From an optimization exercise on the open Yosys and OpenROAD flow, aimed at small area; shortcuts taken in it are not production practice.
Function was checked by simulation only, so behaviour that the tests miss may differ from the original.
Power and IR drop assume default switching activity.

==> flow/design.v <==
package lc3b_types;
    typedef logic [15:0]  lc3b_word;
    typedef logic [127:0] l1_cache_line;
    localparam logic [1:0] ST_IDLE      = 2'd0;
    localparam logic [1:0] ST_READ_MISS = 2'd1;
    localparam logic [1:0] ST_DRAIN     = 2'd2;
endpackage
module victim_buffer_cam #(
    parameter int DEPTH  = 4,
    parameter int ADDR_W = 16
) (
    input  logic [DEPTH-1:0]             valid,
    input  logic [DEPTH-1:0][ADDR_W-1:0] entry_addr,
    input  logic [ADDR_W-1:0]            lookup_addr,
    output logic [DEPTH-1:0]             hit_vec,
    output logic                         hit
);
    always_comb begin
        hit_vec = '0;
        for (int i = 0; i < DEPTH; i++) begin
            hit_vec[i] = valid[i] && (entry_addr[i] == lookup_addr);
        end
    end
    assign hit = |hit_vec;
endmodule
module victim_write_buffer #(
    parameter int DEPTH  = 4,
    parameter int ADDR_W = 16,   
    parameter int LINE_W = 128,  
    localparam int CW    = $clog2(DEPTH + 1),
    localparam int PW    = $clog2(DEPTH)
) (
    input  logic              clk,
    input  logic              reset,
    input  logic              source_read,
    input  logic              source_write,
    input  logic [ADDR_W-1:0] source_addr,
    input  logic [LINE_W-1:0] source_data,
    output logic              out_resp,
    output logic [LINE_W-1:0] out_rdata,
    output logic              pmem_read,
    output logic              pmem_write,
    output logic [ADDR_W-1:0] pmem_addr,
    output logic [LINE_W-1:0] pmem_wdata,
    input  logic              pmem_resp,
    input  logic [LINE_W-1:0] pmem_rdata,
    output logic [CW-1:0]     count,
    output logic              full
);
    logic [DEPTH-1:0][ADDR_W-1:0] addr_q;
    logic [DEPTH-1:0][LINE_W-1:0] data_q;
    logic [PW-1:0]                head_q;
    logic [CW-1:0]                count_q;
    logic                         rmiss_q, drain_q;
    logic              idle;
    logic [PW-1:0]     rel [DEPTH];
    logic [DEPTH-1:0]  valid, head_dec;
    logic [DEPTH-1:0]  hit_vec, sel;
    logic              hit, sel_mem;
    logic              wr_only, push, pop;
    logic [LINE_W-1:0] line_mux;
    logic [ADDR_W-1:0] addr_mux;
    assign idle    = !rmiss_q && !drain_q;
    assign count   = count_q;
    assign full    = count_q[CW-1];
    assign wr_only = source_write && !source_read;
    always_comb begin
        for (int i = 0; i < DEPTH; i++) begin
            rel[i]      = PW'(i) - head_q;
            valid[i]    = CW'(rel[i]) < count_q;
            head_dec[i] = (head_q == PW'(i));
        end
    end
    victim_buffer_cam #(
        .DEPTH  (DEPTH),
        .ADDR_W (ADDR_W)
    ) u_cam (
        .valid       (valid),
        .entry_addr  (addr_q),
        .lookup_addr (source_addr),
        .hit_vec     (hit_vec),
        .hit         (hit)
    );
    always_comb begin
        for (int i = 0; i < DEPTH; i++)
            sel[i] = (idle && hit_vec[i]) || (drain_q && head_dec[i]);
        sel_mem = !(|sel);
        line_mux = {LINE_W{sel_mem}} & pmem_rdata;
        addr_mux = {ADDR_W{!drain_q}} & source_addr;
        for (int i = 0; i < DEPTH; i++) begin
            line_mux = line_mux | ({LINE_W{sel[i]}} & data_q[i]);
            addr_mux = addr_mux | ({ADDR_W{drain_q && head_dec[i]}} & addr_q[i]);
        end
    end
    assign out_rdata  = line_mux;
    assign pmem_wdata = line_mux;
    assign pmem_addr  = addr_mux;
    assign out_resp   = !reset && ((idle && (source_read ? (hit || pmem_resp)
                                                         : (source_write && (hit || !full))))
                                   || (rmiss_q && pmem_resp));
    assign pmem_read  = !reset && ((idle && source_read && !hit) || rmiss_q);
    assign pmem_write = !reset && drain_q;
    assign push = idle && wr_only && !hit && !full;
    assign pop  = drain_q && pmem_resp;
    always_ff @(posedge clk or posedge reset) begin
        if (reset) begin
            head_q  <= '0;
            count_q <= '0;
            rmiss_q <= 1'b0;
            drain_q <= 1'b0;
        end else begin
            if (idle) begin
                rmiss_q <= source_read && !hit && !pmem_resp;
                drain_q <= source_read ? 1'b0
                         : source_write ? (!hit && full)
                         : (count_q != '0);
            end else begin
                if (pmem_resp) begin
                    rmiss_q <= 1'b0;
                    drain_q <= 1'b0;
                end
            end
            if (push) count_q <= count_q + 1'b1;
            if (pop) begin
                count_q <= count_q - 1'b1;
                head_q  <= head_q + 1'b1;
            end
        end
    end
    always_ff @(posedge clk) begin
        for (int i = 0; i < DEPTH; i++) begin
            if (!valid[i]) addr_q[i] <= source_addr;
            if (!valid[i] || (idle && wr_only && hit_vec[i])) data_q[i] <= source_data;
        end
    end
endmodule
Settings: LEC_CHECK=0, CAP_MARGIN=20, CORE_MARGIN=2, CORE_UTILIZATION=40, SLEW_MARGIN=20, BUFFER_PORTS_ARGS=-buffer_cell sky130_fd_sc_hd__buf_1; clock period 10.0 ns.
standard.sh (not shown) runs the stock make flow with config.mk's settings and CLKGATE_MAP_FILE= SYNTH_SCRIPT=/design/flow/synth_recipe.tcl, a recipe that flattens the netlist after the stock synthesis.
==> flow/flow/run.sh <==
#!/bin/bash
set -e
cp standard.sh standard.sh.orig.log 2>/dev/null || true
cat >> config.mk <<'EOC'
export BUFFER_PORTS_ARGS = -buffer_cell sky130_fd_sc_hd__buf_1
EOC
bash standard.sh > standard_flow.log 2>&1
The baseline finished clean.
Rerun with:
==> flow/flow/run.sh (replaced) <==
#!/bin/bash
set -e
cat >> config.mk <<'EOC'
export BUFFER_PORTS_ARGS = -buffer_cell sky130_fd_sc_hd__buf_1
export CTS_ARGS = -sink_clustering_enable -repair_clock_nets -dont_use_dummy_load -buf_list {sky130_fd_sc_hd__clkbuf_4 sky130_fd_sc_hd__clkbuf_8}
EOC
bash standard.sh > standard_flow.log 2>&1
CTS_ARGS = -sink_clustering_enable -repair_clock_nets -dont_use_dummy_load -buf_list {sky130_fd_sc_hd__clkbuf_4 sky130_fd_sc_hd__clkbuf_8}   (was not set)
Via count increases by 0.63%.
Count of clock-buffer cells in the layout goes up by 17.
Sequential share of layout area increases by 1.3 points.
Hold slack gets worse by 0.0058 ns.
Wire length stays flat.
Final cell count shrinks by 0.43%.
Design area decreases by 2.1%.


== run 1 ==
victim_write_buffer, a different RTL version from the one above (not shown whole).
Size in the first run: about 1400 cells after synthesis, roughly 560 I/O pins, ~0.023 mm² of cells after synthesis.
clock: 10.0 ns
lec_check: 0
cap_margin: 20
core_margin: 2
core_utilization: 60
slew_margin: 20
synth_hierarchical: 1
buffer_ports_args: -buffer_cell sky130_fd_sc_hd__buf_1
cts_args: -sink_clustering_enable -repair_clock_nets -dont_use_dummy_load -buf_list {sky130_fd_sc_hd__clkbuf_8} -sink_clustering_size 20 -sink_clustering_max_diameter 60
==> flow/flow/run.sh <==
#!/bin/bash
# The standard layout (standard.sh, unchanged synthesis) with area-lean
# settings: port buffers use the smallest buffer cell, and CTS clusters the
# flip-flops under clkbuf_8 leaves without dummy loads.
set -e
cat >> config.mk <<'EOC'
export BUFFER_PORTS_ARGS = -buffer_cell sky130_fd_sc_hd__buf_1
export CTS_ARGS = -sink_clustering_enable -repair_clock_nets -dont_use_dummy_load -buf_list {sky130_fd_sc_hd__clkbuf_8} -sink_clustering_size 20 -sink_clustering_max_diameter 60
EOC
bash standard.sh > standard_flow.log 2>&1
Having completed the whole flow, run 1 delivered a layout that passed the timing, DRC and antenna checks.
For run 2, these inputs were changed with respect to run 1:
diff --git a/flow/config.mk b/flow/config.mk
--- a/flow/config.mk
+++ b/flow/config.mk
@@ -10 +10 @@
-export CORE_UTILIZATION = 60
+export CORE_UTILIZATION = 80
Findings:
Run 2 ends up with lower count of plain and timing-repair buffers in the layout than run 1 does.
Sort run 1 and run 2 by number of buffers added by the clock tree synthesis step desc -> top: run 1
Run 2 vs. run 1: cell area after layout fell by 200 µm², largest stage delay on the critical path rose by 80 ps.
What run 1 reported for non-filler instance count after layout has to be multiplied by 0.940 to get the figure for run 2.
Re post-synthesis sequential element count: no difference whatsoever between run 1 and run 2.
In the reports for run 1 and run 2, the smaller maximum clock frequency belongs to run 2.
Die footprint on run 2 is down relative to run 1.
Run 2 vs. run 1: number of nets in the layout ~0 delta; number of buffers and inverters on the critical path barely changed.
Modified inputs, run 3 compared to run 2
diff --git a/flow/flow/run.sh b/flow/flow/run.sh
--- a/flow/flow/run.sh
+++ b/flow/flow/run.sh
@@ -8 +8 @@
-export CTS_ARGS = -sink_clustering_enable -repair_clock_nets -dont_use_dummy_load -buf_list {sky130_fd_sc_hd__clkbuf_8} -sink_clustering_size 20 -sink_clustering_max_diameter 60
+export CTS_ARGS = -sink_clustering_enable -repair_clock_nets -dont_use_dummy_load -buf_list {sky130_fd_sc_hd__clkbuf_8} -sink_clustering_size 18 -sink_clustering_max_diameter 45
diff --git a/flow/config.mk b/flow/config.mk
--- a/flow/config.mk
+++ b/flow/config.mk
@@ -10 +10 @@
-export CORE_UTILIZATION = 80
+export CORE_UTILIZATION = 70
@@ -14 +14 @@
-export CTS_ARGS = -sink_clustering_enable -repair_clock_nets -dont_use_dummy_load -buf_list {sky130_fd_sc_hd__clkbuf_8} -sink_clustering_size 20 -sink_clustering_max_diameter 60
+export CTS_ARGS = -sink_clustering_enable -repair_clock_nets -dont_use_dummy_load -buf_list {sky130_fd_sc_hd__clkbuf_8} -sink_clustering_size 18 -sink_clustering_max_diameter 45
[summary]
Run comparison: run 2 timing startpoint of the critical path source_addr[12]; run 3 timing startpoint of the critical path source_addr[10]. [run 3] fmax rose about 1.8% relative to run 2. Run 3 against run 2: cell count went up 64; number of fill cells in the layout saw an increase. Synthesis-to-layout area growth is lower on run 2.
> inputs changed (run 3 -> run 4)
diff --git a/flow/flow/run.sh b/flow/flow/run.sh
--- a/flow/flow/run.sh
+++ b/flow/flow/run.sh
@@ -8 +8 @@
-export CTS_ARGS = -sink_clustering_enable -repair_clock_nets -dont_use_dummy_load -buf_list {sky130_fd_sc_hd__clkbuf_8} -sink_clustering_size 18 -sink_clustering_max_diameter 45
+export CTS_ARGS = -sink_clustering_enable -repair_clock_nets -dont_use_dummy_load -buf_list {sky130_fd_sc_hd__clkbuf_8} -sink_clustering_size 20 -sink_clustering_max_diameter 60
diff --git a/flow/config.mk b/flow/config.mk
--- a/flow/config.mk
+++ b/flow/config.mk
@@ -8 +8 @@
-export CAP_MARGIN = 20
+export CAP_MARGIN = 5
@@ -11 +11 @@
-export SLEW_MARGIN = 20
+export SLEW_MARGIN = 5
@@ -14 +14 @@
-export CTS_ARGS = -sink_clustering_enable -repair_clock_nets -dont_use_dummy_load -buf_list {sky130_fd_sc_hd__clkbuf_8} -sink_clustering_size 18 -sink_clustering_max_diameter 45
+export CTS_ARGS = -sink_clustering_enable -repair_clock_nets -dont_use_dummy_load -buf_list {sky130_fd_sc_hd__clkbuf_8} -sink_clustering_size 20 -sink_clustering_max_diameter 60
--- outcome ---
Run 4 was carried through to the last stage, and its layout satisfied the timing, DRC and antenna checks. Run 3 has higher routed length on met3 than run 4. Leakage power of the design, run 4 vs run 3: down slightly. Max arrival time reported for the critical path endpoint across run 3 and run 4: run 4. | non-clock buffer count | run 4 vs run 3 | ≈ equal |. Run 4 falls short of run 3 in worst setup slack. The worst hold slack of run 3 and that of run 4 are within noise of each other. Lower wire length was reported by run 4, not run 3. Compared with run 3, in run 4 share of power burned in combinational logic went up by 0.2 points; area growth from synthesis to layout went down by 0.71 points; finished layout cell area went down by 0.65%. Critical path depth came out exactly the same in run 3 and run 4.


Another version of the RTL of victim_write_buffer (not shown whole).
Size in the first run: about 560 I/O pins, about 23000 µm² of cells after synthesis.
==> flow/config.mk <==
export PLATFORM = sky130hd
export DESIGN_NAME = victim_write_buffer
export DESIGN_NICKNAME = victim_write_buffer
export VERILOG_FILES = /design/flow/design.v
export SDC_FILE = /design/flow/constraint.sdc
export NUM_CORES = 4
export LEC_CHECK = 0
export CAP_MARGIN = 20
export CORE_MARGIN = 2
export CORE_UTILIZATION = 40
export SLEW_MARGIN = 20
export SYNTH_HIERARCHICAL = 1
export BUFFER_PORTS_ARGS = -buffer_cell sky130_fd_sc_hd__buf_1
export CTS_ARGS = -sink_clustering_enable -repair_clock_nets -dont_use_dummy_load -buf_list {sky130_fd_sc_hd__clkbuf_8} -sink_clustering_size 20 -sink_clustering_max_diameter 60
==> flow/constraint.sdc <==
create_clock -name core_clock -period 10.0 [get_ports {clk}]
set_input_delay 2.0000 -clock core_clock [delete_from_list [all_inputs] [get_ports {clk}]]
set_output_delay 2.0000 -clock core_clock [all_outputs]
set_load 0.01 [all_outputs]
==> flow/flow/run.sh <==
#!/bin/bash
# The standard layout (standard.sh, unchanged synthesis) with area-lean
# settings: port buffers use the smallest buffer cell, and CTS clusters the
# flip-flops under clkbuf_8 leaves without dummy loads.
set -e
cat >> config.mk <<'EOC'
export BUFFER_PORTS_ARGS = -buffer_cell sky130_fd_sc_hd__buf_1
export CTS_ARGS = -sink_clustering_enable -repair_clock_nets -dont_use_dummy_load -buf_list {sky130_fd_sc_hd__clkbuf_8} -sink_clustering_size 20 -sink_clustering_max_diameter 60
EOC
bash standard.sh > standard_flow.log 2>&1
The baseline finished clean.
Next try:
--- a/flow/flow/run.sh
+++ b/flow/flow/run.sh
@@ -8 +8 @@
-export CTS_ARGS = -sink_clustering_enable -repair_clock_nets -dont_use_dummy_load -buf_list {sky130_fd_sc_hd__clkbuf_8} -sink_clustering_size 20 -sink_clustering_max_diameter 60
+export CTS_ARGS = -sink_clustering_enable -repair_clock_nets -dont_use_dummy_load -buf_list {sky130_fd_sc_hd__clkbuf_8} -sink_clustering_size 15 -sink_clustering_max_diameter 60
- CORE_UTILIZATION: 40 -> 60
- CTS_ARGS: -sink_clustering_enable -repair_clock_nets -dont_use_dummy_load -buf_list {sky130_fd_sc_hd__clkbuf_8} -sink_clustering_size 20 -sink_clustering_max_diameter 60 -> -sink_clustering_enable -repair_clock_nets -dont_use_dummy_load -buf_list {sky130_fd_sc_hd__clkbuf_8} -sink_clustering_size 15 -sink_clustering_max_diameter 60
Outcome:
- combinational power is lower by about 2%
- maximum frequency shrinks by 4.3%
- hold slack gets better by 0.0082 ns
- utilization is higher by 21 points
- cell count falls by 9.6%
- global-route usage goes up by 9.3 points
- synthesized area is unchanged
- wire length is lower by 3.0%
- non-clock buffer count decreases by 5
- critical path depth decreases by 1
- via count is higher by 1.4%

[separate check: timing with driven ports]
Ports are ideal in the flow. The routed layouts listed here were re-timed in OpenROAD. Step 1 assumes that a clkbuf_16 drives the clock port and a buf_2 every other input. Step 2, shift: input delay + t, output delay - t, t = (earliest + latest rising clock arrival at the registers) / 2. This alone moves slack from input paths to output paths. Slacks: no drivers / after step 1 / after step 2; pairs: no drivers / after step 1.
run	t (ns)	setup slack, ns	hold WS [ns]
the first run of note 1	0.675	2.687 / 2.662 / 2.662	0.604 / 0.604 / 0.604
the second run of note 1	0.698	2.650 / 2.625 / 2.625	0.598 / 0.598 / 0.598
run 1	0.656	2.773 / 2.746 / 2.746	0.568 / 0.568 / 0.568
run 2	0.606	2.197 / 2.155 / 2.155	0.570 / 0.570 / 0.570
run 3	0.621	2.338 / 2.309 / 2.309	0.560 / 0.560 / 0.560
run 4	0.604	2.308 / 2.285 / 2.285	0.558 / 0.558 / 0.558
the first run of note 3	0.651	2.469 / 2.445 / 2.445	0.585 / 0.585 / 0.585
the second run of note 3	0.665	2.131 / 2.099 / 2.099	0.593 / 0.593 / 0.593
After both steps setup and hold are still met in every run listed. The setup slack of run 2, which loses most, moves by -0.042 ns with the drivers and by -0.042 ns with both steps.
